From an optimization exercise on the open Yosys and OpenROAD flow, aimed at small area, a short achievable clock period and few clock cycles per item; shortcuts taken in it are not production practice. Function was checked by simulation only, so behaviour that the tests miss may differ from the original.

`design.v`:
```
module aes_inv_sub_bytes (
  input  logic         i_clk,
  input  logic         i_rst,
  input  logic         i_valid,
  input  logic [127:0] i_data,
  output logic         o_ready,
  output logic         o_valid,
  input  logic         i_ready,
  output logic [127:0] o_data
);
  function automatic logic [1:0] g4m(input logic [1:0] a, input logic [1:0] b);
    logic k, l0;
    k   = (a[1] ^ a[0]) & (b[1] ^ b[0]);
    l0  = a[0] & b[0];
    g4m = {k ^ l0, (a[1] & b[1]) ^ l0};
  endfunction
  function automatic logic [1:0] g4sq(input logic [1:0] a);
    g4sq = {a[1], a[1] ^ a[0]};
  endfunction
  function automatic logic [1:0] g4n(input logic [1:0] a);
    g4n = {a[1]^a[0], a[1]};
  endfunction
  function automatic logic [3:0] g16m(input logic [3:0] a, input logic [3:0] b);
    logic [1:0] l0;
    l0   = g4m(a[1:0], b[1:0]);
    g16m = {g4m(a[3:2] ^ a[1:0], b[3:2] ^ b[1:0]) ^ l0, g4n(g4m(a[3:2], b[3:2])) ^ l0};
  endfunction
  function automatic logic [3:0] g16sq(input logic [3:0] a);
    g16sq = {g4sq(a[3:2]), g4n(g4sq(a[3:2])) ^ g4sq(a[1:0])};
  endfunction
  function automatic logic [3:0] g16inv(input logic [3:0] a);
    logic [1:0] d, di;
    d      = g4n(g4sq(a[3:2])) ^ g4m(a[3:2], a[1:0]) ^ g4sq(a[1:0]);
    di     = g4sq(d);
    g16inv = {g4m(a[3:2], di), g4m(a[3:2] ^ a[1:0], di)};
  endfunction
  function automatic logic [7:0] inv_sbox(input logic [7:0] a);
    logic [7:0] t, o, y;
    logic [3:0] d, di;
    t[0] = a[3];
    t[1] = a[2]^a[3]^a[5]^a[6];
    t[2] = a[1]^a[2]^a[6];
    t[3] = ~(a[5]^a[7]);
    t[4] = ~(a[1]^a[2]^a[7]);
    t[5] = a[3]^a[4]^a[5]^a[6];
    t[6] = ~(a[0]^a[3]);
    t[7] = a[1]^a[2]^a[6]^a[7];
    d  = g16m(g16sq(t[7:4]), 4'd9) ^ g16m(t[7:4], t[3:0]) ^ g16sq(t[3:0]);
    di = g16inv(d);
    o  = {g16m(t[7:4], di), g16m(t[7:4] ^ t[3:0], di)};
    y[0] = o[0]^o[1]^o[2]^o[4];
    y[1] = o[4]^o[6]^o[7];
    y[2] = o[1]^o[4]^o[5];
    y[3] = o[1]^o[4]^o[6]^o[7];
    y[4] = o[1]^o[3]^o[4];
    y[5] = o[1]^o[2]^o[5]^o[7];
    y[6] = o[2]^o[3]^o[6]^o[7];
    y[7] = o[1]^o[2]^o[5];
    inv_sbox = y;
  endfunction
  logic [127:0] in_q, skid_q, out_q, sub;
  logic         in_v_q, skid_v_q, out_v_q, ready_q;
  logic         take, out_free, in_load, skid_v_d;
  for (genvar k = 0; k < 16; k++) begin : g_sbox
    assign sub[8*k +: 8] = inv_sbox(in_q[8*k +: 8]);
  end
  assign take     = ready_q & i_valid;
  assign out_free = ~out_v_q | i_ready;             
  assign in_load  = out_free | ~in_v_q;             
  assign skid_v_d = skid_v_q ? ~out_free : (take & in_v_q & ~out_free);
  always_ff @(posedge i_clk or posedge i_rst) begin
    if (i_rst) begin
      in_v_q   <= 1'b0;
      skid_v_q <= 1'b0;
      out_v_q  <= 1'b0;
      ready_q  <= 1'b1;
    end else begin
      if (out_free) out_v_q <= in_v_q;
      if (in_load)  in_v_q  <= skid_v_q | take;
      skid_v_q <= skid_v_d;
      ready_q  <= ~skid_v_d;
    end
  end
  always_ff @(posedge i_clk) begin
    if (out_free) out_q  <= sub;
    if (in_load)  in_q   <= skid_v_q ? skid_q : i_data;
    if (!skid_v_q) skid_q <= i_data;
  end
  assign o_ready = ready_q;
  assign o_valid = out_v_q;
  assign o_data  = out_q;
endmodule
```
`flow/run.sh`:
```
#!/bin/bash
# Standard ORFS layout (the standard.sh), except that Yosys's final ABC technology mapping
# uses an area-oriented script (flow/map.abc) instead of ORFS's speed script. All other
# synthesis steps, and so the registers and their names, are the standard synthesis's.
set -euo pipefail
W=$PWD
{
  cat <<'TCL'
proc abc {args} {
  set i [lsearch -exact $args -script]
  if {$i >= 0} { lset args [expr {$i + 1}] $::env(FLOW_ABC_SCRIPT) }
  yosys abc {*}$args
}
TCL
  cat "$W/synth_recipe.tcl"
} > "$W/flow_synth.tcl"
sed "s#$W/synth_recipe.tcl#$W/flow_synth.tcl#g" "$W/standard.sh" > "$W/flow_standard.sh"
grep -q flow_synth.tcl "$W/flow_standard.sh"
export FLOW_ABC_SCRIPT="$W/flow/map.abc"
bash "$W/flow_standard.sh" finish > "$W/flow_make.log" 2>&1
```
`flow/map.abc`:
```
&get -n
&st
&dch -f
&nf -R 1000
&put
```
`standard.sh`:
```
#!/bin/bash
# synth_recipe.tcl (not shown) runs the flow's synth.tcl, then flattens the netlist and writes it again
# the make line also repeats each setting of config.mk as NAME=value (left out here)
make -C /OpenROAD-flow-scripts/flow DESIGN_CONFIG=/design/flow/config.mk WORK_HOME=/design/flow/orfs CLKGATE_MAP_FILE= SYNTH_SCRIPT=/design/flow/synth_recipe.tcl "${@:-finish}"
```
`config.mk`:
```
export PLATFORM = sky130hd
export DESIGN_NAME = aes_inv_sub_bytes
export DESIGN_NICKNAME = aes_inv_sub_bytes
export VERILOG_FILES = /design/flow/design.v
export SDC_FILE = /design/flow/constraint.sdc
export NUM_CORES = 4
export LEC_CHECK = 0
export CAP_MARGIN = 20
export CORE_MARGIN = 2
export CORE_UTILIZATION = 40
export SLEW_MARGIN = 20
```
`constraint.sdc`:
```
create_clock -name core_clock -period 20.0 [get_ports {i_clk}]
set_input_delay 4.0000 -clock core_clock [delete_from_list [all_inputs] [get_ports {i_clk}]]
set_output_delay 4.0000 -clock core_clock [all_outputs]
set_load 0.01 [all_outputs]
```
==> results.py, run 1 <==
metrics = {
    "routing": {
        "drt-wirelength-per-cell_um": 14.2,
        "drt_wl_total_um": 58100,
        "drc_errors": 0,
        "drtIter0Drc": 432,
        "postRouteAntennaNets": 0,
        "drtPass1Iterations": 4,
        "drt-vias-per-instance": 4.54,
        "dr_total_vias": 18545,
    },
    "placement": {
        "dp.cells": 4004,
        "portBuffers": 261,
        "dp_hpwl_um": 46700,
        "routabilityCongestion": 0.872,
        "dp_slack_ns": 13.33,
    },
    "clock_network": {
        "clock-sinks": 388,
        "cts.path.max_buffers": 3,
        "cts_tree": "done",
        "clock-root-buffer": "clkbuf_16",
        "htree_levels": 2,
        "clk_latency_ns": 0.59,
        "clkTransAtPathRegs_ns": 0.06,
        "ctsResizeCount": 0,
        "postCtsSetupBuffers": 0,
        "cts_made_buffers": 45,
        "ctsHoldBuffers": 0,
    },
    "floorplanning": {
        "fp.coreArea_um2": 71500,
        "ios": 262,
        "dieArea_um2": 74400,
        "initial_core_util_pct": 40.4,
        "dieHeight_um": 273,
        "rows": 98,
        "die_width_um": 273,
    },
    "synth": {
        "syn_area_per_cell_um2": 10.4,
        "ys.warnings.count": 1,
        "synth_cells": 2789,
        "ys_types": 22,
        "yosysTopAreaCell": "xnor2_1",
        "synth_area_leaders": "xnor2_1 31%, edfxtp_1 27%, xor2_1 14%",
        "synth_top_area_share_pct": 30.9,
        "ys_seq_elements": 388,
        "syn_area_um2": 28900,
        "ys_seq_area_share_pct": 35.8,
        "syn_nets": 3001,
    },
    "global_route": {
        "antenna_found_initial": 6,
        "grt_max_degree": 82,
        "grt.overflow.total": 0,
        "grt_usage_pct": 15.6,
        "grt_pass1_vias": 19556,
        "grt_first_pass_wirelength_um": 96000,
    },
    "setup_path": {
        "critPathCaptureType": "flop",
        "path_cells": "xor2_1, xnor2_1, xnor2_1, xnor2_1, xnor2_1, nor2_1, xnor2_1, xnor2_1, clkinv_1, ha_1, xnor2_1, xnor2_1, xnor2_1, xnor2_1, nand2_1, xor2_1, xor2_1, clkinv_1, nor2_1, xnor2_1, xnor2_1, xnor2_1, xor2_1, xor2_1",
        "slowest_stage": "xnor2_1",
        "cp.required_ns": 20.31,
        "path_max_fanout": 6,
        "crit_end": "out_q[77]",
        "critPathLaunchType": "flop",
        "crit_path_frequent_cell": "xnor2_1",
        "rr_endpoint": "out_q[77]",
        "critPathLaunch": "in_q[73]",
        "rrSetupSlack_ns": 13.72,
        "reg2regPathDepth": 24,
        "arrival_ns": 6.59,
        "critPathKind": "reg2reg",
        "r2r-start": "in_q[73]",
        "crit_path_max_incr_delay_ns": 0.59,
    },
    "finish": {
        "drive_above_1_share_pct": 2.52,
        "fin_cells": 4089,
        "diodes": 0,
        "seq_area_um2": 10400,
        "fillers": 6530,
        "synthToLayoutAreaGrowth_pct": 18.7,
        "multiInputGateArea_um2": 18200,
        "design.final.nets": 3314,
        "post-route-util_pct": 48.0,
    },
    "sta": {
        "hold_viol": 0,
        "timing.fmax_mhz": 159,
        "maxSlewViolCount": 0,
        "hold_ws_ns": 0.459,
        "fin_crit_sh_pct": 31.4,
        "tightest_slew_ns": 0.787,
        "rsz0062_at_grt": "no",
        "min_period_ns": 6.28,
        "setup_viol": 0,
        "fin_ws_ns": 13.72,
        "slew_headroom_pct": 47.1,
        "finalSetupTns_ns": 0,
        "skew_ns": 0.0196,
    },
    "run": {
        "maxCapViolCount": 0,
    },
    "min_path": {
        "min_path_type": "reg2reg",
        "min_path_cells": 1,
        "hold_start": "skid_q[88]",
    },
    "outcome": {
        "outcome": "no timing/DRC/antenna violations",
    },
}
## per-stage QoR
stage	cell area [µm²]
5_1_grt	34300
3_3_place_gp	32800
6_report	34300
4_1_cts	34300
2_1_floorplan	28900
3_5_place_dp	32800
## worst min-delay path by stage
stage | to | slack [ns]
final | skid_q[88] | 0.46
after global routing | skid_q[24] | 0.48
after CTS | skid_q[118] | 0.46
after detailed placement | skid_q[70] | 0.45
after global placement | skid_q[61] | 0.44
after floorplan | skid_q[0] | 0.44
## synth_stat cells
| master | instances |
|---|---|
| xnor2_1 | 1019 |
| xor2_1 | 477 |
| nand2_1 | 266 |
| edfxtp_1 | 256 |
| nor2_1 | 211 |
| mux2_1 | 130 |
| dfxtp_1 | 128 |
| clkinv_1 | 96 |
| ha_1 | 80 |
| mux2i_1 | 23 |
| a21oi_1 | 20 |
| nand2b_1 | 19 |
| nor2b_1 | 19 |
| o21ai_0 | 14 |
| and2_0 | 13 |
| a211oi_1 | 8 |
| dfrtp_1 | 3 |
| o211ai_1 | 3 |
| and3_1 | 1 |
| dfstp_2 | 1 |
| or2_0 | 1 |
| xnor3_1 | 1 |
## cell type report
class	instances	share of cell area, %
Multi-Input combinational cell	2305	53.1
Timing Repair Buffer	266	7.78
Clock buffer	61	3.73
Tap cell	950	3.46
Inverter	96	1.06
Sequential cell	388	30.2
Clock inverter	23	0.729
## cell families (layout without fill, tap and decap cells)
family	count (synthesis)	after routing	share of synthesized area, %
xor+xnor	1497	1497	45.4
simple gates	530	530	7.34
flops	388	388	35.8
mux	153	153	5.86
buf+inv	96	446	1.25
fa+ha+maj	80	80	3.46
compound gates	45	45	0.874
## placed cells by master, fill, tap and decap left out, types with 4 or more instances in the layout
master / n
o21ai_0: 14
clkbuf_1: 10
nor2b_1: 19
dfxtp_1: 128
clkinv_1: 99
inv_6: 5
clkbuf_16: 48
a21oi_1: 20
nand2_1: 265
ha_1: 80
buf_4: 4
xnor2_1: 1019
clkinvlp_4: 4
nor2_1: 211
nand2b_1: 19
xor2_1: 477
mux2_1: 130
and2_0: 13
clkdlybuf4s50_1: 261
a211oi_1: 8
mux2i_1: 23
edfxtp_1: 256
## registers in the layout (all words and copies together), names as in the netlist
name and cells:
in_q 128, in_v_q 1, out_q 128, out_v_q 1
ready_q 1, skid_q 128, skid_v_q 1
## worst max-delay path, delay by kind of cell, from the launching register on
family	cells	cell delay (ns)
simple gates	3	0.34
flops	1	0.41
buf+inv	2	0.34
xor+xnor	18	4.67
fa+ha+maj	1	0.24
## metal layers
metal / vias up / part of all wire [%] / global-route usage, %
li1: 9566 / - / -
met1: 8677 / 44 / 18.9
met2: 221 / 50 / 28.3
met3: 77 / 4.1 / 2.84
met4: 4 / 2.1 / 4.05
met5: - / 0.031 / 0
Testbench counts, summed over its fixed seeds: cycles 400, items 384.
==> run 2: changes to the inputs <==
==> flow/run.sh (replaced) <==
#!/bin/bash
# Standard ORFS layout (the standard.sh), except that:
#  - Yosys's final ABC technology mapping uses flow/map.abc instead of ORFS's speed script
#    (all other synthesis steps, and so the registers and their names, are the standard ones);
#  - the make variables listed in flow/make_args (one VAR=value per line) are added.
set -euo pipefail
W=$PWD
{
  cat <<'TCL'
proc abc {args} {
  set i [lsearch -exact $args -script]
  if {$i >= 0} { lset args [expr {$i + 1}] $::env(FLOW_ABC_SCRIPT) }
  yosys abc {*}$args
}
TCL
  cat "$W/synth_recipe.tcl"
} > "$W/flow_synth.tcl"
sed "s#$W/synth_recipe.tcl#$W/flow_synth.tcl#g" "$W/standard.sh" > "$W/flow_standard.sh"
grep -q flow_synth.tcl "$W/flow_standard.sh"
export FLOW_ABC_SCRIPT="$W/flow/map.abc"
args=()
if [[ -f "$W/flow/make_args" ]]; then
  while IFS= read -r line; do
    [[ -n "$line" && "$line" != \#* ]] && args+=("$line")
  done < "$W/flow/make_args"
fi
bash "$W/flow_standard.sh" "${args[@]}" finish > "$W/flow_make.log" 2>&1
==> flow/make_args (new file) <==
BUFFER_PORTS_ARGS=-buffer_cell sky130_fd_sc_hd__buf_2
--- a/config.mk
+++ b/config.mk
@@ -9,3 +9,4 @@
 export CORE_MARGIN = 2
 export CORE_UTILIZATION = 40
+export CTS_BUF_LIST = sky130_fd_sc_hd__clkbuf_4 sky130_fd_sc_hd__clkbuf_8
 export SLEW_MARGIN = 20
==> results.py, run 2 <==
metrics = {
    "outcome": {
        "outcome": "no timing/DRC/antenna violations",
    },
    "run": {
        "maxCapViolCount": 0,
    },
    "synth": {
        "async_flop_share_pct": 1.03,
        "synth_area_leaders": "xnor2_1 31%, edfxtp_1 27%, xor2_1 14%",
        "synth_cells": 2789,
        "synth_most_common_cell": "xnor2_1",
        "syn_area_um2": 28900,
        "ys.warnings.count": 1,
        "synth_top_area_share_pct": 30.9,
        "yosysTopAreaCell": "xnor2_1",
        "ys_seq_elements": 388,
        "ys.flop_type": "edfxtp_1",
        "syn_nets": 3001,
        "ys_seq_area_share_pct": 35.8,
        "synthTopCellsByCount": "1,019 x xnor2_1, 477 x xor2_1, 266 x nand2_1",
        "ys_types": 22,
        "synth_edf_count": 256,
        "syn_area_per_cell_um2": 10.4,
    },
    "setup_path": {
        "cp_top_family": "XOR/XNOR gates",
        "slowest_stage": "xnor2_1",
        "r2r-start": "in_q[81]",
        "critPathLaunchType": "flop",
        "rr_endpoint": "out_q[83]",
        "crit_path_frequent_cell": "xnor2_1",
        "cp.buffers_inverters": 1,
        "critPathCaptureType": "flop",
        "rrSetupSlack_ns": 13.69,
        "arrival_ns": 6.65,
        "cp.required_ns": 20.34,
        "path_cells": "xor2_1, xnor2_1, xnor2_1, xnor2_1, xnor2_1, nor2_1, xnor2_1, xnor2_1, clkinv_1, mux2_1, xnor2_1, xor2_1, nand2_1, xnor2_1, xnor2_1, nand2b_1, a21oi_1, xnor2_1, xnor2_1, xnor2_1, xor2_1",
        "crit_path_max_incr_delay_ns": 0.59,
        "path_max_fanout": 5,
        "critPathKind": "reg2reg",
        "cp_num_cells": 21,
        "reg2regPathDepth": 21,
    },
    "finish": {
        "layout_common_cells": "1,019 x xnor2_1, 477 x xor2_1, 265 x nand2_1, 261 x buf_2, 256 x edfxtp_1",
        "largestRegisters": "in_q x128, out_q x128, skid_q x128",
        "drive_above_1_share_pct": 12.3,
        "post-route-util_pct": 46.1,
        "synthToLayoutAreaGrowth_pct": 14.1,
        "final_common_cell": "xnor2_1",
        "design.final.nets": 3337,
        "fillers": 6691,
    },
    "sta": {
        "skew_ns": 0.0320,
        "fin_crit_sh_pct": 31.5,
        "hold_ws_ns": 0.462,
        "hold_viol": 0,
        "maxSlewViolCount": 0,
        "slew_headroom_pct": 30.6,
        "min_period_ns": 6.31,
        "tightest_slew_ns": 1.04,
        "timing.fmax_mhz": 159,
        "rsz0062_at_grt": "no",
        "setup_viol": 0,
        "finalSetupTns_ns": 0,
    },
    "placement": {
        "routabilityCongestion": 0.899,
        "dp_hpwl_um": 46600,
        "portBuffers": 261,
    },
    "clock_network": {
        "cts_made_buffers": 69,
        "clkTransAtPathRegs_ns": 0.06,
        "htree_levels": 3,
        "cts.path.max_buffers": 3,
        "postCtsSetupBuffers": 0,
        "clock-sinks": 388,
        "cts_tree": "done",
        "ctsHoldBuffers": 0,
        "clk_latency_ns": 0.63,
        "ctsResizeCount": 0,
        "clock-root-buffer": "clkbuf_8",
    },
    "min_path": {
        "hold-path-endpoint": "skid_q[96]",
        "min_path_cells": 1,
        "min_path_type": "reg2reg",
        "hold_start": "skid_q[96]",
    },
    "global_route": {
        "grt_first_pass_wirelength_um": 96200,
        "antenna_found_initial": 6,
        "grt_max_degree": 75,
        "grt_usage_pct": 15.7,
        "grt_pass1_vias": 19744,
        "grt.overflow.total": 0,
    },
    "routing": {
        "drtIter0Drc": 529,
        "drtPass1Iterations": 5,
        "dr_total_vias": 18710,
        "drt-wirelength-per-cell_um": 14.1,
        "drc_errors": 0,
        "drt_wl_total_um": 58200,
        "postRouteAntennaNets": 0,
        "drt-vias-per-instance": 4.53,
    },
    "floorplanning": {
        "die_width_um": 273,
        "fp.coreArea_um2": 71500,
        "rows": 98,
        "initial_core_util_pct": 40.4,
        "ios": 262,
        "dieHeight_um": 273,
        "dieArea_um2": 74400,
    },
}
run 2: worst reg2reg max path: cells and delay by family (launching register included):
family / cells / cell delay, ns
compound gates: 1 / 0.17
xor+xnor: 15 / 4.44
buf+inv: 1 / 0.21
flops: 1 / 0.44
mux: 1 / 0.34
simple gates: 3 / 0.41
run 2: worst max path at each step:
| stage | from | to | slack [ns] |
|---|---|---|---|
| detailed placement | i_ready | in_q[40] | 13.74 |
| global route | in_q[33] | out_q[35] | 13.15 |
| finish | in_q[81] | out_q[83] | 13.69 |
| CTS | in_q[81] | out_q[83] | 13.70 |
| global placement | i_ready | in_q[40] | 13.78 |
| floorplan | i_ready | out_q[0] | 12.24 |
run 2: cells by family (layout without fill, tap and decap cells):
kind of cell / count (synthesis) / after routing / share of synthesized area, %
other: 0 / 3 / 0
flip-flops: 388 / 388 / 35.8
AO/OA/AOI/OAI: 45 / 45 / 0.874
XOR/XNOR: 1497 / 1497 / 45.4
buffers and inverters: 96 / 486 / 1.25
AND/OR/NAND/NOR: 530 / 530 / 7.34
multiplexers: 153 / 153 / 5.86
adder cells (fa/ha/maj): 80 / 80 / 3.46
run 2: metrics by stage:
step / std cells / worst slack, ns / area, µm²
final: 4132 / 13.69 / 33000
after global routing: 4131 / 13.15 / 33000
after CTS: 4129 / 13.70 / 33000
after detailed placement: 4004 / 13.74 / 31400
after global placement: 4004 / 13.78 / 31400
after floorplan: 2789 / 12.24 / 28900
run 2: area by class of cell:
| type | instances | area (µm²) | share of cell area [%] |
|---|---|---|---|
| clock inverter | 30 | 354 | 1.07 |
| tap | 950 | 1190 | 3.60 |
| multi-input combinational | 2305 | 18200 | 55.2 |
| timing repair buffer | 265 | 1340 | 4.05 |
| clock buffer | 95 | 1180 | 3.57 |
| antenna | 3 | 7.51 | 0.0228 |
| sequential | 388 | 10400 | 31.4 |
| inverter | 96 | 365 | 1.11 |
run 2: per-layer routing:
layer	up-vias	wire length, µm	track usage [%]
met5	-	13	0
met4	2	1400	5.47
met3	82	2410	2.74
met2	267	28700	27.8
met1	8730	25600	19.2
li1	9629	-	-
==> run 3: changes to the inputs <==
==> flow/make_args (replaced) <==
BUFFER_PORTS_ARGS=-buffer_cell sky130_fd_sc_hd__buf_2
SETUP_SLACK_MARGIN=14.8
==> results.py, run 3 <==
metrics = {
    "synth": {
        "async_flop_share_pct": 1.03,
        "ys_seq_area_share_pct": 35.8,
        "syn_area_um2": 28900,
        "synth_top_area_share_pct": 30.9,
        "syn_nets": 3001,
        "ys_types": 22,
        "ys_seq_elements": 388,
        "synthTopCellsByCount": "1,019 x xnor2_1, 477 x xor2_1, 266 x nand2_1",
        "synth_area_leaders": "xnor2_1 31%, edfxtp_1 27%, xor2_1 14%",
        "synth_cells": 2789,
        "syn_area_per_cell_um2": 10.4,
        "synth_most_common_cell": "xnor2_1",
        "yosysTopAreaCell": "xnor2_1",
        "ys.warnings.count": 1,
        "ys.flop_type": "edfxtp_1",
        "synth_edf_count": 256,
    },
    "routing": {
        "drt-wirelength-per-cell_um": 16.2,
        "drt_wl_total_um": 75700,
        "drtIter0Drc": 775,
        "drtPass1Iterations": 5,
        "postRouteAntennaNets": 0,
        "dr_total_vias": 21611,
        "drc_errors": 0,
        "drt-vias-per-instance": 4.62,
    },
    "finish": {
        "drive_above_1_share_pct": 52.4,
        "fillers": 4995,
        "largestRegisters": "in_q x128, out_q x128, skid_q x128",
        "post-route-util_pct": 65.2,
        "multiInputGateArea_um2": 27300,
        "layout_common_cells": "481 x buf_4, 465 x xnor2_2, 447 x xnor2_1, 256 x edfxtp_1, 246 x buf_2",
        "design.final.nets": 3879,
        "final_common_cell": "buf_4",
        "synthToLayoutAreaGrowth_pct": 61.4,
        "seq_area_um2": 10400,
    },
    "global_route": {
        "grt.overflow.total": 0,
        "globalRouteMet1Util_pct": 19.8,
        "grt_first_pass_wirelength_um": 104000,
        "antenna_found_initial": 6,
        "grt_usage_pct": 16.9,
        "gr-usage-met3_pct": 3.37,
        "grt_pass1_vias": 21263,
        "grt_max_degree": 130,
        "top_usage_layer": "met2",
        "grtUsageMet2_pct": 30.8,
    },
    "floorplanning": {
        "initial_core_util_pct": 40.4,
        "dieArea_um2": 74400,
        "ios": 262,
        "dieHeight_um": 273,
        "fp.coreArea_um2": 71500,
        "rows": 98,
        "die_width_um": 273,
    },
    "sta": {
        "finalSetupTns_ns": 0,
        "timing.fmax_mhz": 186,
        "slew_headroom_pct": 34.4,
        "setup_viol": 0,
        "skew_ns": 0.0240,
        "min_period_ns": 5.37,
        "maxSlewViolCount": 0,
        "hold_viol": 0,
        "tightest_slew_ns": 0.984,
        "rsz0062_at_grt": "yes",
        "fin_crit_sh_pct": 26.9,
    },
    "setup_path": {
        "arrival_ns": 5.75,
        "cp_top_family": "XOR/XNOR gates",
        "rrSetupSlack_ns": 14.63,
        "critPathLaunchType": "flop",
        "r2r-start": "in_q[33]",
        "critPathLaunch": "in_q[33]",
        "critPathCaptureType": "flop",
        "critPathKind": "reg2reg",
        "crit_path_max_incr_delay_ns": 0.48,
        "cp.required_ns": 20.38,
        "path_max_fanout": 3,
        "cp.buffers_inverters": 4,
        "slowest_stage": "edfxtp_1",
        "crit_path_frequent_cell": "xnor2_2",
    },
    "clock_network": {
        "htree_levels": 3,
        "cts_made_buffers": 72,
        "clkTransAtPathRegs_ns": 0.06,
        "cts.path.max_buffers": 3,
        "cts_tree": "done",
        "clock-sinks": 388,
        "clk_latency_ns": 0.65,
        "clock-root-buffer": "clkbuf_8",
    },
    "placement": {
        "routabilityCongestion": 0.884,
        "dp_hpwl_um": 45000,
        "portBuffers": 261,
    },
    "run": {
        "maxCapViolCount": 0,
    },
    "outcome": {
        "outcome": "no timing/DRC/antenna violations",
    },
    "min_path": {
        "hold_start": "skid_q[80]",
        "min_path_type": "reg2reg",
    },
}
[run 3: repair_timing]
| item | 4_1_cts | 5_1_grt |
|---|---|---|
| setup buffers | 216 | 325 |
| endpoints found under the setup margin | 307 | 243 |
| pin swaps | 210 | 586 |
| resized for setup | 493 | 824 |
| hold buffers | 0 | 0 |
[run 3: per-layer routing]
layer  part of all wire [%]  vias to the layer above  wire length, µm
met5                  0.086                        -               65
li1                       -                    10549                -
met4                    2.7                       10             2040
met2                     55                      374            41900
met3                    4.0                      145             3000
met1                     38                    10533            28700
[run 3: cell type report]
| class | count | share of cell area (%) |
|---|---|---|
| well taps | 950 | 2.55 |
| diodes | 1 | 0.00537 |
| repair buffers | 804 | 12.5 |
| flip-flops and latches | 388 | 22.2 |
| inverters | 96 | 0.810 |
| multi-input cells | 2305 | 58.5 |
| clock buffers | 104 | 2.77 |
| clock inverters | 29 | 0.652 |
[run 3: kinds of logic (layout without fill, tap and decap cells)]
kind of cell    after synthesis  after routing  share of synthesized area, %
xor+xnor                   1497           1497                          45.4
mux                         153            153                          5.86
simple gates                530            530                          7.34
other cells                   0              1                             0
flops                       388            388                          35.8
compound gates               45             45                         0.874
fa+ha+maj                    80             80                          3.46
buf+inv                      96           1033                          1.25
[run 3: path summary, 6_finish.rpt]
check | end | depth (start not counted)
max | out_q[35] | 26
min | skid_q[80] | 1
max reg2reg | out_q[35] | 26
min reg2reg | skid_q[80] | 1
max in group asynchronous | ready_q | 2
min in group asynchronous | out_v_q | 2
[run 3: worst register-to-register path: cells and delay by family, from the launching register on]
kind / cells / cell delay [ns]
AOI/OAI and AO/OA: 1 / 0.24
xor gates and xnor gates: 17 / 3.28
adders and majority gates: 1 / 0.19
buffers and inverters: 4 / 0.59
DFF: 1 / 0.48
and+or+nand+nor: 3 / 0.29
[run 3: metrics by stage]
step           cells  hold slack, ns  worst slack, ns  instance area [µm²]
2_1_floorplan   2789           0.435            14.81                29200
3_3_place_gp    4002           0.441            13.90                31700
3_5_place_dp    4002           0.449            13.82                31700
4_1_cts         4351           0.464            14.65                38600
5_1_grt         4677           0.473            14.35                46600
6_report        4677           0.461            14.63                46600
==> run 4: changes to the inputs <==
==> flow/make_args (replaced) <==
BUFFER_PORTS_ARGS=-buffer_cell sky130_fd_sc_hd__buf_1
SETUP_SLACK_MARGIN=13.9
--- a/config.mk
+++ b/config.mk
@@ -8,5 +8,6 @@
 export CAP_MARGIN = 20
 export CORE_MARGIN = 2
-export CORE_UTILIZATION = 40
+export CORE_UTILIZATION = 65
 export CTS_BUF_LIST = sky130_fd_sc_hd__clkbuf_4 sky130_fd_sc_hd__clkbuf_8
+export PLACE_DENSITY = 0.75
 export SLEW_MARGIN = 20
==> results.py, run 4 <==
metrics = {
    "finish": {
        "drive_above_1_share_pct": 9.21,
        "layout_common_cells": "915 x xnor2_1, 423 x xor2_1, 265 x nand2_1, 261 x buf_1, 256 x edfxtp_1",
        "design.final.nets": 3339,
        "seq_area_um2": 10400,
        "finalInstanceArea_um2": 33600,
        "multiInputGateArea_um2": 19600,
        "final_common_cell": "xnor2_1",
        "largestRegisters": "in_q x128, out_q x128, skid_q x128",
        "synthToLayoutAreaGrowth_pct": 16.1,
        "fillers": 3072,
    },
    "global_route": {
        "grt.overflow.total": 0,
        "grt_first_pass_wirelength_um": 93100,
        "grt_pass1_vias": 19813,
        "antenna_found_initial": 8,
        "grt_usage_pct": 24.4,
        "grt_max_degree": 130,
    },
    "clock_network": {
        "cts.path.max_buffers": 3,
        "ctsHoldBuffers": 0,
        "clock-sinks": 388,
        "htree_levels": 3,
        "clkTransAtPathRegs_ns": 0.06,
        "cts_tree": "done",
        "clk_latency_ns": 0.66,
        "clock-root-buffer": "clkbuf_8",
        "cts_made_buffers": 67,
    },
    "sta": {
        "fin_crit_sh_pct": 28.7,
        "slew_headroom_pct": 30.6,
        "tightest_slew_ns": 1.04,
        "timing.fmax_mhz": 174,
        "rsz0062_at_grt": "yes",
        "hold_viol": 0,
        "skew_ns": 0.0393,
        "min_period_ns": 5.74,
        "maxSlewViolCount": 0,
        "setup_viol": 0,
        "finalSetupTns_ns": 0,
    },
    "floorplanning": {
        "dieArea_um2": 46200,
        "ios": 262,
        "fp.coreArea_um2": 44000,
        "die_width_um": 215,
        "initial_core_util_pct": 65.7,
        "dieHeight_um": 215,
        "rows": 77,
    },
    "synth": {
        "syn_area_per_cell_um2": 10.4,
        "syn_nets": 3001,
        "synth_area_leaders": "xnor2_1 31%, edfxtp_1 27%, xor2_1 14%",
        "yosysTopAreaCell": "xnor2_1",
        "ys.flop_type": "edfxtp_1",
        "ys_seq_elements": 388,
        "synth_cells": 2789,
        "synth_edf_count": 256,
        "ys_types": 22,
        "async_flop_share_pct": 1.03,
        "synth_most_common_cell": "xnor2_1",
        "synth_top_area_share_pct": 30.9,
        "syn_area_um2": 28900,
        "ys.warnings.count": 1,
        "ys_seq_area_share_pct": 35.8,
        "synthTopCellsByCount": "1,019 x xnor2_1, 477 x xor2_1, 266 x nand2_1",
    },
    "routing": {
        "drtIter0Drc": 749,
        "drt-vias-per-instance": 5.03,
        "drt-wirelength-per-cell_um": 15.2,
        "drtPass1Iterations": 5,
        "drt_wl_total_um": 57300,
        "drc_errors": 0,
        "postRouteAntennaNets": 0,
        "dr_total_vias": 18985,
    },
    "run": {
        "maxCapViolCount": 0,
    },
    "setup_path": {
        "critPathKind": "reg2reg",
        "cp_num_cells": 23,
        "critPathCaptureType": "flop",
        "crit_path_frequent_cell": "xnor2_1",
        "slowest_stage": "edfxtp_1",
        "path_max_fanout": 5,
        "crit_path_max_incr_delay_ns": 0.49,
        "cp.buffers_inverters": 1,
        "reg2regPathDepth": 23,
        "path_cells": "xor2_1, xnor2_1, xnor2_2, ha_1, xnor2_1, xnor2_1, xnor2_1, xnor2_1, clkinv_1, ha_1, xnor2_1, xnor2_1, xnor2_1, xnor2_1, nor2_2, xnor2_2, nand2_1, xnor2_1, xnor2_1, xnor2_2, xor2_1, xnor2_1, xor2_1",
        "critPathLaunchType": "flop",
        "cp_top_family": "XOR/XNOR gates",
        "arrival_ns": 6.13,
        "cp.required_ns": 20.39,
        "rrSetupSlack_ns": 14.26,
    },
    "outcome": {
        "outcome": "no timing/DRC/antenna violations",
    },
    "placement": {
        "routabilityCongestion": 0.908,
        "placed_area_um2": 30700,
        "dp_hpwl_um": 42700,
        "portBuffers": 261,
    },
    "min_path": {
        "min_path_type": "reg2reg",
        "min_path_cells": 1,
    },
}
-- run 4: metrics by stage --
step / hold WS (ns) / std cells / setup slack [ns] / util [%]
6_report: 0.460 / 3777 / 14.26 / 76.2
5_1_grt: 0.477 / 3776 / 13.80 / 76.2
4_1_cts: 0.465 / 3768 / 13.89 / 73.2
3_5_place_dp: 0.447 / 3644 / 13.68 / 69.7
3_3_place_gp: 0.441 / 3644 / 13.81 / 69.7
2_1_floorplan: 0.435 / 2789 / 13.84 / -
-- run 4: cell families (layout without fill, tap and decap cells) --
logic type / Yosys count / in the layout / share of synthesized area, %
simple gates: 530 / 530 / 7.34
mux: 153 / 153 / 5.86
other cells: 0 / 3 / 0
compound gates: 45 / 45 / 0.874
flops: 388 / 388 / 35.8
xor+xnor: 1497 / 1497 / 45.4
fa+ha+maj: 80 / 80 / 3.46
buf+inv: 96 / 489 / 1.25
-- run 4: routing by layer --
| metal | vias up | routed length, µm | global-route usage (%) |
|---|---|---|---|
| li1 | 9593 | - | - |
| met4 | 10 | 1430 | 8.40 |
| met2 | 304 | 28500 | 42.7 |
| met1 | 8966 | 25000 | 30.1 |
| met3 | 112 | 2370 | 4.70 |
| met5 | - | 57 | 0 |
-- run 4: what timing repair did --
item                       CTS  global route
setup endpoints to repair   25           128
hold endpoints to repair     0             0
buffers inserted             0             5
pin swaps                    0             7
cloned                       0             0
gates resized for setup      9           165
-- run 4: worst paths after layout --
path                            startpoint    endpoint
worst max-delay path              in_q[21]   out_q[19]
worst min-delay path            skid_q[53]  skid_q[53]
worst max register to register    in_q[21]   out_q[19]
worst min register to register  skid_q[53]  skid_q[53]
max in group asynchronous            i_rst     ready_q
min in group asynchronous            i_rst      in_v_q
-- run 4: final cells by class --
cell class / instances / share of cell area (%)
clock inverter: 24 / 0.701
tap: 592 / 2.21
multi-input combinational: 2305 / 58.3
sequential: 388 / 30.9
antenna: 3 / 0.0224
clock buffer: 100 / 3.69
inverter: 96 / 1.09
timing repair buffer: 269 / 3.17
==> run 5: changes to the inputs <==
==> flow/make_args (replaced) <==
BUFFER_PORTS_ARGS=-buffer_cell sky130_fd_sc_hd__buf_1
==> results.py, run 5 <==
metrics = {
    "outcome": {
        "outcome": "no timing/DRC/antenna violations",
    },
    "clock_network": {
        "ctsHoldBuffers": 0,
        "clock-sinks": 388,
        "clk_latency_ns": 0.65,
        "postCtsSetupBuffers": 0,
        "htree_levels": 2,
        "cts_tree": "done",
        "cts.path.max_buffers": 3,
        "clkTransAtPathRegs_ns": 0.06,
        "cts_made_buffers": 61,
        "ctsResizeCount": 0,
        "clock-root-buffer": "clkbuf_8",
    },
    "min_path": {
        "min_path_type": "reg2reg",
    },
    "synth": {
        "synth_edf_count": 256,
        "ys_seq_area_share_pct": 35.8,
        "ys.warnings.count": 1,
        "synthTopCellsByCount": "1,019 x xnor2_1, 477 x xor2_1, 266 x nand2_1",
        "ys.flop_type": "edfxtp_1",
        "async_flop_share_pct": 1.03,
        "syn_nets": 3001,
        "synth_top_area_share_pct": 30.9,
        "syn_area_per_cell_um2": 10.4,
        "synth_most_common_cell": "xnor2_1",
        "syn_area_um2": 28900,
        "yosysTopAreaCell": "xnor2_1",
        "ys_seq_elements": 388,
        "synth_area_leaders": "xnor2_1 31%, edfxtp_1 27%, xor2_1 14%",
        "synth_cells": 2789,
        "ys_types": 22,
    },
    "finish": {
        "final_common_cell": "xnor2_1",
        "drive_above_1_share_pct": 3.72,
        "largestRegisters": "in_q x128, out_q x128, skid_q x128",
        "synthToLayoutAreaGrowth_pct": 10.7,
        "seq_area_um2": 10400,
        "fillers": 3275,
        "design.final.nets": 3330,
        "layout_common_cells": "1,019 x xnor2_1, 477 x xor2_1, 265 x nand2_1, 261 x buf_1, 256 x edfxtp_1",
        "fin_cells": 3764,
        "multiInputGateArea_um2": 18200,
    },
    "routing": {
        "drtIter0Drc": 744,
        "dr_total_vias": 18841,
        "drt_wl_total_um": 54300,
        "drtPass1Iterations": 5,
        "drt-wirelength-per-cell_um": 14.4,
        "drt-vias-per-instance": 5.01,
        "drc_errors": 0,
        "postRouteAntennaNets": 0,
    },
    "setup_path": {
        "crit_end": "out_q[35]",
        "arrival_ns": 6.70,
        "critPathLaunchType": "flop",
        "critPathKind": "reg2reg",
        "crit_path_max_incr_delay_ns": 0.54,
        "r2r-start": "in_q[33]",
        "cp_top_family": "XOR/XNOR gates",
        "cp_num_cells": 24,
        "path_max_fanout": 5,
        "cp.required_ns": 20.40,
        "critPathCaptureType": "flop",
        "rr_endpoint": "out_q[35]",
        "slowest_stage": "xnor2_1",
        "rrSetupSlack_ns": 13.70,
        "reg2regPathDepth": 24,
        "critPathLaunch": "in_q[33]",
        "crit_path_frequent_cell": "xnor2_1",
        "cp.buffers_inverters": 1,
        "path_cells": "xor2_1, xnor2_1, xnor2_1, xnor2_1, xnor2_1, nor2_1, xnor2_1, xnor2_1, clkinv_1, ha_1, xnor2_1, xnor2_1, xnor2_1, xnor2_1, nand2_1, xnor2_1, xnor2_1, nor2_1, a211oi_1, xnor2_1, xnor2_1, xnor2_1, xor2_1, xnor2_1",
    },
    "sta": {
        "tightest_slew_ns": 0.917,
        "fin_crit_sh_pct": 31.5,
        "setup_viol": 0,
        "slew_headroom_pct": 38.9,
        "timing.fmax_mhz": 159,
        "maxSlewViolCount": 0,
        "rsz0062_at_grt": "no",
        "skew_ns": 0.0264,
        "finalSetupTns_ns": 0,
        "hold_viol": 0,
        "min_period_ns": 6.30,
        "hold_ws_ns": 0.461,
    },
    "floorplanning": {
        "die_width_um": 215,
        "fp.coreArea_um2": 44000,
        "ios": 262,
        "rows": 77,
        "dieArea_um2": 46200,
        "initial_core_util_pct": 65.7,
        "dieHeight_um": 215,
    },
    "global_route": {
        "grt_first_pass_wirelength_um": 92000,
        "grt_max_degree": 66,
        "grt_usage_pct": 23.9,
        "grt.overflow.total": 0,
        "grt_pass1_vias": 19578,
        "antenna_found_initial": 5,
    },
    "placement": {
        "dp.cells": 3647,
        "routabilityCongestion": 0.879,
        "dp_hpwl_um": 42900,
        "portBuffers": 261,
    },
    "run": {
        "maxCapViolCount": 0,
    },
}
[run 5: cell type report]
class,instances,area share (%)
Inverter,96,1.14
Multi-Input combinational cell,2305,56.9
Timing Repair Buffer,266,3.18
Sequential cell,388,32.3
Tap cell,592,2.31
Antenna cell,2,0.0156
Clock inverter,36,0.938
Clock buffer,79,3.20
[run 5: worst min-delay path by stage]
stage / startpoint / end / slack (ns) / cells past startpoint
5_1_grt: skid_q[14] / skid_q[14] / 0.48 / 1
4_1_cts: skid_q[50] / skid_q[50] / 0.47 / 1
3_5_place_dp: skid_q[74] / skid_q[74] / 0.45 / 1
3_3_place_gp: skid_q[10] / skid_q[10] / 0.44 / 1
2_1_floorplan: skid_q[0] / skid_q[0] / 0.44 / 1
6_report: skid_q[50] / skid_q[50] / 0.46 / 1
[run 5: kinds of logic (layout without fill, tap and decap cells)]
group                      Yosys count  in the layout  synth area share (%)
xor gates and xnor gates          1497           1497                  45.4
and+or+nand+nor                    530            530                  7.34
DFF                                388            388                  35.8
adders and majority gates           80             80                  3.46
AOI/OAI and AO/OA                   45             45                 0.874
buffers and inverters               96            477                  1.25
muxes                              153            153                  5.86
other                                0              2                     0
[run 5: per-stage QoR]
stage / setup WS, ns / util [%] / area (µm²)
2_1_floorplan: 12.24 / - / 28900
3_3_place_gp: 13.70 / 69.7 / 30700
3_5_place_dp: 13.62 / 69.7 / 30700
4_1_cts: 13.68 / 72.7 / 32000
5_1_grt: 13.04 / 72.7 / 32000
6_report: 13.70 / 72.7 / 32000
[run 5: layer usage]
| layer | vias to the layer above | track usage [%] | share of wire [%] |
|---|---|---|---|
| li1 | 9638 | - | - |
| met1 | 8836 | 30.8 | 46 |
| met2 | 288 | 41.7 | 49 |
| met3 | 73 | 4.01 | 3.9 |
| met4 | 6 | 5.88 | 1.7 |
| met5 | - | 0 | 0.087 |
==> run 6: changes to the inputs <==
==> run.sh (new file) <==
#!/bin/bash
# synth_recipe.tcl (not shown) runs the flow's synth.tcl, then flattens the netlist and writes it again
# the make line also repeats each setting of config.mk as NAME=value (left out here)
make -C /OpenROAD-flow-scripts/flow DESIGN_CONFIG=/design/flow/config.mk WORK_HOME=/design/flow/orfs CLKGATE_MAP_FILE= SYNTH_SCRIPT=/design/flow/synth_recipe.tcl finish
--- a/config.mk
+++ b/config.mk
@@ -8,6 +8,4 @@
 export CAP_MARGIN = 20
 export CORE_MARGIN = 2
-export CORE_UTILIZATION = 65
-export CTS_BUF_LIST = sky130_fd_sc_hd__clkbuf_4 sky130_fd_sc_hd__clkbuf_8
-export PLACE_DENSITY = 0.75
+export CORE_UTILIZATION = 40
 export SLEW_MARGIN = 20
removed: flow/run.sh
removed: flow/make_args
removed: flow/map.abc
removed: standard.sh
==> results.py, run 6 <==
metrics = {
    "outcome": {
        "outcome": "no timing/DRC/antenna violations",
    },
    "setup_path": {
        "critPathCaptureType": "flop",
        "arrival_ns": 7.56,
        "critPathKind": "reg2reg",
        "r2r-start": "in_q[41]",
        "cp.required_ns": 20.35,
        "critPathLaunchType": "flop",
        "cp.buffers_inverters": 2,
        "slowest_stage": "xor2_1",
        "path_cells": "xnor2_4, xor2_1, ha_1, xor2_1, xnor2_1, xnor2_1, xnor2_1, xor2_1, inv_1, ha_1, inv_1, xnor2_1, xnor2_1, xnor2_1, xnor2_2, mux2i_1, o22a_1, xor2_1, nor2_1, xor2_1, xnor3_1, xnor2_1",
        "cp_num_cells": 22,
        "rrSetupSlack_ns": 12.79,
        "crit_path_frequent_cell": "xnor2_1",
        "cp_top_family": "XOR/XNOR gates",
        "crit_path_max_incr_delay_ns": 0.81,
        "rr_endpoint": "out_q[45]",
        "reg2regPathDepth": 22,
        "path_max_fanout": 16,
    },
    "synth": {
        "synth_area_leaders": "edfxtp_1 19%, xnor2_1 15%, xor2_1 6.8%",
        "ys_seq_elements": 388,
        "synth_most_common_cell": "xnor2_1",
        "synthTopCellsByCount": "675 x xnor2_1, 313 x xor2_1, 303 x nand2_1",
        "ys_types": 125,
        "yosysTopAreaCell": "edfxtp_1",
        "ys.flop_type": "edfxtp_1",
        "ys.warnings.count": 1,
        "syn_area_um2": 40500,
        "synth_edf_count": 256,
        "syn_nets": 4521,
        "async_flop_share_pct": 1.03,
        "synth_cells": 4309,
        "synth_top_area_share_pct": 19.0,
        "syn_area_per_cell_um2": 9.41,
        "ys_seq_area_share_pct": 25.5,
    },
    "clock_network": {
        "clock-sinks": 388,
        "htree_levels": 2,
        "cts.path.max_buffers": 3,
        "clkTransAtPathRegs_ns": 0.06,
        "cts_tree": "done",
        "postCtsSetupBuffers": 0,
        "clk_latency_ns": 0.63,
        "ctsHoldBuffers": 0,
        "cts_made_buffers": 49,
        "clock-root-buffer": "clkbuf_16",
        "ctsResizeCount": 0,
    },
    "routing": {
        "dr_total_vias": 30332,
        "met1Wirelength_um": 44400,
        "drt-wirelength-per-cell_um": 15.7,
        "wl_met2_um": 41700,
        "drt-vias-per-instance": 5.22,
        "wl_met3_um": 3370,
        "drtPass1Iterations": 6,
        "drtIter0Drc": 1974,
        "drt_wl_total_um": 91000,
        "drc_errors": 0,
        "top_layer": "met5",
        "postRouteAntennaNets": 0,
    },
    "finish": {
        "design.final.nets": 4619,
        "largestRegisters": "in_q x128, out_q x128, skid_q x128",
        "fin_cells": 5806,
        "layout_common_cells": "674 x xnor2_1, 313 x xor2_1, 302 x nand2_1, 295 x nor2_1, 261 x clkdlybuf4s50_1",
        "drive_above_1_share_pct": 9.64,
        "final_common_cell": "xnor2_1",
        "synthToLayoutAreaGrowth_pct": 12.6,
    },
    "min_path": {
        "min_path_type": "reg2reg",
        "hold_start": "skid_q[58]",
        "min_path_cells": 1,
        "hold-path-endpoint": "skid_q[58]",
    },
    "global_route": {
        "grt_max_degree": 71,
        "grt_pass1_vias": 28395,
        "grt_first_pass_wirelength_um": 148000,
        "grt_usage_pct": 17.1,
        "antenna_found_initial": 5,
        "grt.overflow.total": 0,
    },
    "floorplanning": {
        "rows": 116,
        "ios": 262,
        "fp.coreArea_um2": 100000,
        "dieHeight_um": 322,
        "dieArea_um2": 104000,
        "die_width_um": 322,
        "initial_core_util_pct": 40.4,
    },
    "placement": {
        "portBuffers": 261,
        "dp.cells": 5713,
        "routabilityCongestion": 0.826,
        "dp_hpwl_um": 67300,
    },
    "sta": {
        "hold_viol": 0,
        "slew_headroom_pct": 34.6,
        "maxSlewViolCount": 0,
        "finalSetupTns_ns": 0,
        "tightest_slew_ns": 0.978,
        "skew_ns": 0.0327,
        "setup_viol": 0,
        "timing.fmax_mhz": 139,
        "fin_crit_sh_pct": 36.0,
        "rsz0062_at_grt": "no",
        "min_period_ns": 7.21,
    },
    "run": {
        "maxCapViolCount": 0,
    },
}
run 6: changes by cell type after synthesis, moves of 92 or more:
cell	previous run	this run
xor2_1	477	313
mux2_2	0	167
xnor2_1	1019	675
clkbuf_1	0	107
mux2_1	130	1
xnor3_1	1	93
o21ai_0	14	168
inv_1	0	158
a21oi_1	20	181
mux2i_1	23	159
run 6: area by class of cell:
| type | instances | area (µm²) |
|---|---|---|
| Fill cell | 9584 | 54600 |
| Multi-Input combinational cell | 3516 | 28500 |
| Sequential cell | 388 | 10400 |
| Timing Repair Buffer | 275 | 2720 |
| Tap cell | 1357 | 1700 |
| Clock buffer | 62 | 1360 |
| Inverter | 177 | 669 |
| Clock inverter | 30 | 349 |
| Antenna cell | 1 | 2.50 |
run 6: kinds of logic (layout without fill, tap and decap cells):
family | count (synthesis) | after routing | synth area share [%]
XOR/XNOR | 1179 | 1179 | 31.4
AO/OA/AOI/OAI | 851 | 851 | 14.6
flip-flops | 388 | 388 | 25.5
adder cells (fa/ha/maj) | 104 | 104 | 3.06
other | 0 | 1 | 0
AND/OR/NAND/NOR | 1052 | 1052 | 12.5
buffers and inverters | 405 | 544 | 4.23
multiplexers | 330 | 330 | 8.76
run 6: how the worst max path moves through the flow:
stage | slack, ns | start | endpoint
after floorplan | 12.60 | i_ready | in_q[0]
after global placement | 12.69 | in_q[41] | out_q[45]
after detailed placement | 12.57 | in_q[42] | out_q[45]
after CTS | 12.49 | in_q[41] | out_q[45]
after global routing | 12.19 | in_q[41] | out_q[45]
final | 12.79 | in_q[41] | out_q[45]
run 6: layer usage:
metal  vias to the layer above  GRT usage, %
li1                      15452             -
met1                     14332          24.0
met2                       464          27.6
met3                        80          2.44
met4                         4          4.01
met5                         -             0
run 6: stage by stage:
step	util [%]	setup slack, ns	area (µm²)	hold WS (ns)
global route	45.5	12.19	45600	0.482
finish	45.5	12.79	45600	0.468
detailed placement	43.8	12.57	43900	0.458
CTS	45.5	12.49	45600	0.472
floorplan	-	12.60	40500	0.446
global placement	43.8	12.69	43900	0.452

==> what the ideal ports hide <==
No port has a modelled driver above. Below, the same layouts with a new extraction and two added sets of constraints.
Step 1 assumes that a clkbuf_16 drives the clock port and a buf_2 every other input.
Step 2, shift: input delay + t, output delay - t, t = (earliest + latest rising clock arrival at the registers) / 2. This alone moves slack from input paths to output paths.
Three values: no drivers, after step 1, after step 2; two values: the first two.
| run | shift t [ns] | setup WS [ns] | latest minus earliest clock arrival (ns) | slew at the worst register clock pin (ns) |
|---|---|---|---|---|
| run 1 | 0.640 | 13.720 / 13.720 / 13.608 | 0.024 / 0.024 | 0.07 / 0.07 |
| run 2 | 0.681 | 13.694 / 13.694 / 13.694 | 0.047 / 0.047 | 0.07 / 0.07 |
| run 3 | 0.694 | 14.626 / 14.626 / 14.249 | 0.030 / 0.030 | 0.07 / 0.07 |
| run 4 | 0.692 | 14.256 / 14.256 / 14.182 | 0.039 / 0.039 | 0.07 / 0.07 |
| run 5 | 0.693 | 13.698 / 13.698 / 13.661 | 0.031 / 0.031 | 0.07 / 0.07 |
| run 6 | 0.688 | 12.794 / 12.794 / 12.794 | 0.033 / 0.034 | 0.07 / 0.07 |
After both steps setup and hold are still met in every run listed. The setup slack of run 3, which loses most, moves by 0.000 ns with the drivers and by -0.377 ns with both steps.
